Context: an optimization exercise on an open-source flow, tuned for small area. The choices shown serve that exercise and are no tape-out recipe.
Function was checked by simulation only, so behaviour that the tests miss may differ from the original.
Power figures rest on the tool's default switching activity, not on a simulated workload.

==> 06-17 <==
Design zig_sampler, start of the top module:
module zig_sampler (
  input  logic        clk,
  input  logic        rst_n,
  input  logic        u_valid,
  output logic        u_ready,
  input  logic [39:0] u_data,
  output logic [6:0]  rect_idx,
  input  logic [17:0] rmost_coord,
  input  logic [31:0] wedge_bound_ratio,
  output logic        z_valid,
  input  logic        z_ready,
  output logic [18:0] z_data,
  output logic        slow_valid,
  input  logic        slow_ready,
  output logic [6:0]  slow_idx,
  output logic [31:0] slow_frac,
  output logic        slow_sign,
  output logic [15:0] acc_cnt,
  output logic [15:0] rej_cnt
);
Settings: LEC_CHECK=0, CAP_MARGIN=20, CORE_MARGIN=2, CORE_UTILIZATION=55, CTS_BUF_LIST=sky130_fd_sc_hd__clkbuf_8, PLACE_DENSITY=0.65, SLEW_MARGIN=20, SYNTH_HIERARCHICAL=1; clock period 9.0 ns.
standard.sh (not shown) runs the stock make flow with config.mk's settings and CLKGATE_MAP_FILE= SYNTH_SCRIPT=/design/flow/synth_recipe.tcl, a recipe that flattens the netlist after the stock synthesis.
==> flow/flow/run.sh <==
#!/bin/bash
# Own flow: the standard synthesis, an area-oriented re-mapping of its combinational cells
# (registers untouched), then the standard layout with buf_1 as the port buffer and a
# clock tree of clkbuf_8 without dummy loads.
set -euo pipefail
W=$(pwd)
R=$W/orfs/results/$FLOW_PLATFORM/zig_sampler/base
YOSYS=$FLOW_HOME/../tools/install/yosys/bin/yosys
LIB=$FLOW_HOME/platforms/$FLOW_PLATFORM/lib/sky130_fd_sc_hd__tt_025C_1v80.lib

bash standard.sh synth > "$W/1_standard_synth.log" 2>&1
cp "$R/1_2_yosys.v" "$W/1_2_yosys_standard.v"

REMAP_LIB=$LIB REMAP_IN=$W/1_2_yosys_standard.v REMAP_OUT=$R/1_2_yosys.v REMAP_TOP=$FLOW_TOP \
  REMAP_SCRIPT=$W/flow/area.abc "$YOSYS" -c "$W/flow/remap.tcl" > "$W/2_remap.log" 2>&1
rm -f "$R/1_synth.odb" "$R/1_synth.sdc"

bash standard.sh "BUFFER_PORTS_ARGS=-buffer_cell sky130_fd_sc_hd__buf_1" \
  "CTS_ARGS=-sink_clustering_enable -repair_clock_nets -buf_list sky130_fd_sc_hd__clkbuf_8 -dont_use_dummy_load -sink_clustering_size 16" \
  finish > "$W/3_standard_layout.log" 2>&1
==> flow/flow/area.abc <==
strash
&get -n
&deepsyn -I 10 -J 3
&put
dc2
dch -f
amap
topo
==> flow/flow/remap.tcl <==
# Re-map the combinational standard cells of the standard synthesis for area.
# Registers, full/half adders and tie cells are kept as they are (same instances, same names).
yosys -import
set lib $::env(REMAP_LIB)
read_liberty -ignore_miss_func -ignore_miss_dir $lib
read_verilog -overwrite $::env(REMAP_IN)
hierarchy -top $::env(REMAP_TOP)
foreach pat {sky130_fd_sc_hd__df* sky130_fd_sc_hd__edf* sky130_fd_sc_hd__sdf* sky130_fd_sc_hd__fa_* sky130_fd_sc_hd__ha_* sky130_fd_sc_hd__conb_*} {
  catch { setattr -mod -set keep_hierarchy 1 $pat }
}
flatten
opt_clean -purge
abc -liberty $lib -script $::env(REMAP_SCRIPT) -dont_use sky130_fd_sc_hd__lpflow_* -dont_use sky130_fd_sc_hd__probe*
opt_clean -purge
hilomap -singleton -hicell sky130_fd_sc_hd__conb_1 HI -locell sky130_fd_sc_hd__conb_1 LO
setattr -mod -unset keep_hierarchy
select $::env(REMAP_TOP)
stat -liberty $lib
write_verilog -noattr -noexpr -nohex -nodec -selected $::env(REMAP_OUT)
==> inputs of 11-21, as changes to 06-17 <==
--- a/flow/flow/run.sh
+++ b/flow/flow/run.sh
@@ -16,5 +16,5 @@
 rm -f "$R/1_synth.odb" "$R/1_synth.sdc"
 
 bash standard.sh "BUFFER_PORTS_ARGS=-buffer_cell sky130_fd_sc_hd__buf_1" \
-  "CTS_ARGS=-sink_clustering_enable -repair_clock_nets -buf_list sky130_fd_sc_hd__clkbuf_8 -dont_use_dummy_load -sink_clustering_size 16" \
+  "CTS_ARGS=-sink_clustering_enable -repair_clock_nets -buf_list sky130_fd_sc_hd__clkbuf_8 -dont_use_dummy_load" \
   finish > "$W/3_standard_layout.log" 2>&1
==> flow/flow/area.abc (replaced) <==
strash
dch
amap
topo
==> inputs of 05-12, as changes to 06-17 <==
==> flow/flow/run.sh (replaced) <==
#!/bin/bash
# Own flow: the standard synthesis, an area-oriented re-mapping of its combinational cells
# (registers untouched), then the standard layout with buf_1 as the port buffer.
set -euo pipefail
W=$(pwd)
R=$W/orfs/results/$FLOW_PLATFORM/zig_sampler/base
YOSYS=$FLOW_HOME/../tools/install/yosys/bin/yosys
LIB=$FLOW_HOME/platforms/$FLOW_PLATFORM/lib/sky130_fd_sc_hd__tt_025C_1v80.lib

bash standard.sh synth > "$W/1_standard_synth.log" 2>&1
cp "$R/1_2_yosys.v" "$W/1_2_yosys_standard.v"

REMAP_LIB=$LIB REMAP_IN=$W/1_2_yosys_standard.v REMAP_OUT=$R/1_2_yosys.v REMAP_TOP=$FLOW_TOP \
  REMAP_SCRIPT=$W/flow/area.abc "$YOSYS" -c "$W/flow/remap.tcl" > "$W/2_remap.log" 2>&1
rm -f "$R/1_synth.odb" "$R/1_synth.sdc"

bash standard.sh "BUFFER_PORTS_ARGS=-buffer_cell sky130_fd_sc_hd__buf_1" finish > "$W/3_standard_layout.log" 2>&1
==> flow/flow/area.abc (replaced) <==
strash
dch
amap
topo
==> summary.txt <==
|  | 06-17 | 11-21 | 05-12 |
|---|---|---|---|
| Met3 GRT Util | 8.83% | 9.15% | 8.85% |
| Multi-input logic cell count | 1,592 | 1,596 | 1,596 |
| Sequential-cell power consumption | 1.02 mW | 1.04 mW | 1.04 mW |
| Max-slew headroom at the worst pin | 33.0% | 32.6% | 34.5% |
| R2R Path Start | s1_frac_r[2]$_DFFE_PP_ | s1_frac_r[31]$_DFFE_PP_ | s1_frac_r[31]$_DFFE_PP_ |
| Die width | 176 µm | 177 µm | 177 µm |
| Worst-case hold slack | 464 ps | 461 ps | 462 ps |
| Floorplan core area | 28,900 µm² | 29,600 µm² | 29,600 µm² |
| Capture point of the worst reg-to-reg path | acc_cnt_r[15]$_DFF_PN0_ | z_hi_r[17]$_DFFE_PP_ | z_hi_r[17]$_DFFE_PP_ |
| Delay of the slowest cell on the worst path | 560 ps | 500 ps | 540 ps |
| Final Instance Count excl. Fillers | 2,480 | 2,481 | 2,496 |
| Clock-cell share of area | 1.28% | 1.27% | 2.30% |
| Status | finished clean | finished clean | finished clean |
| First-pass GRT wire length | 84.0 mm | 87.9 mm | 88.3 mm |
| Post-detailed-route via-to-cell ratio | 6.31 | 6.51 | 6.50 |
| Syn nets | 2,207 | 2,214 | 2,214 |
| Post-layout utilization of the core | 63.2% | 62.2% | 62.9% |
| Syn_area_per_cell | 8.95 µm² | 9.02 µm² | 9.02 µm² |
| Leakage | 6.69 nW | 6.54 nW | 6.63 nW |
| Row cnt | 62 | 63 | 63 |
| Largest fanout on the critical path | 61 | 15 | 17 |

separate check: timing with driven ports:
In the flow no input, the clock included, has a driving cell. The finished layouts below were timed again as built, in two steps. Step 1, drivers: a clkbuf_16 drives clk and a buf_2 each remaining input, both assumed. Step 2, shift: input delay + t, output delay - t, t = (earliest + latest rising clock arrival at the registers) / 2. This alone moves slack from input paths to output paths. a / b / c = no drivers / after step 1 / after step 2; a / b = the first two.
run | shift t [ns] | setup WS [ns] | hold WS [ns] | cell pins on the clock port's net
06-17 | 0.508 | 0.798 / 0.803 / 0.295 | 0.464 / 0.464 / 0.464 | 1
11-21 | 0.526 | 0.939 / 0.968 / 0.441 | 0.461 / 0.461 / 0.461 | 1
05-12 | 0.540 | 0.907 / 0.935 / 0.395 | 0.462 / 0.462 / 0.462 | 1
After both steps every run listed still meets setup and hold. For 05-12, which loses most, drivers alone change the setup slack by +0.028 ns; drivers and shift together by -0.512 ns.
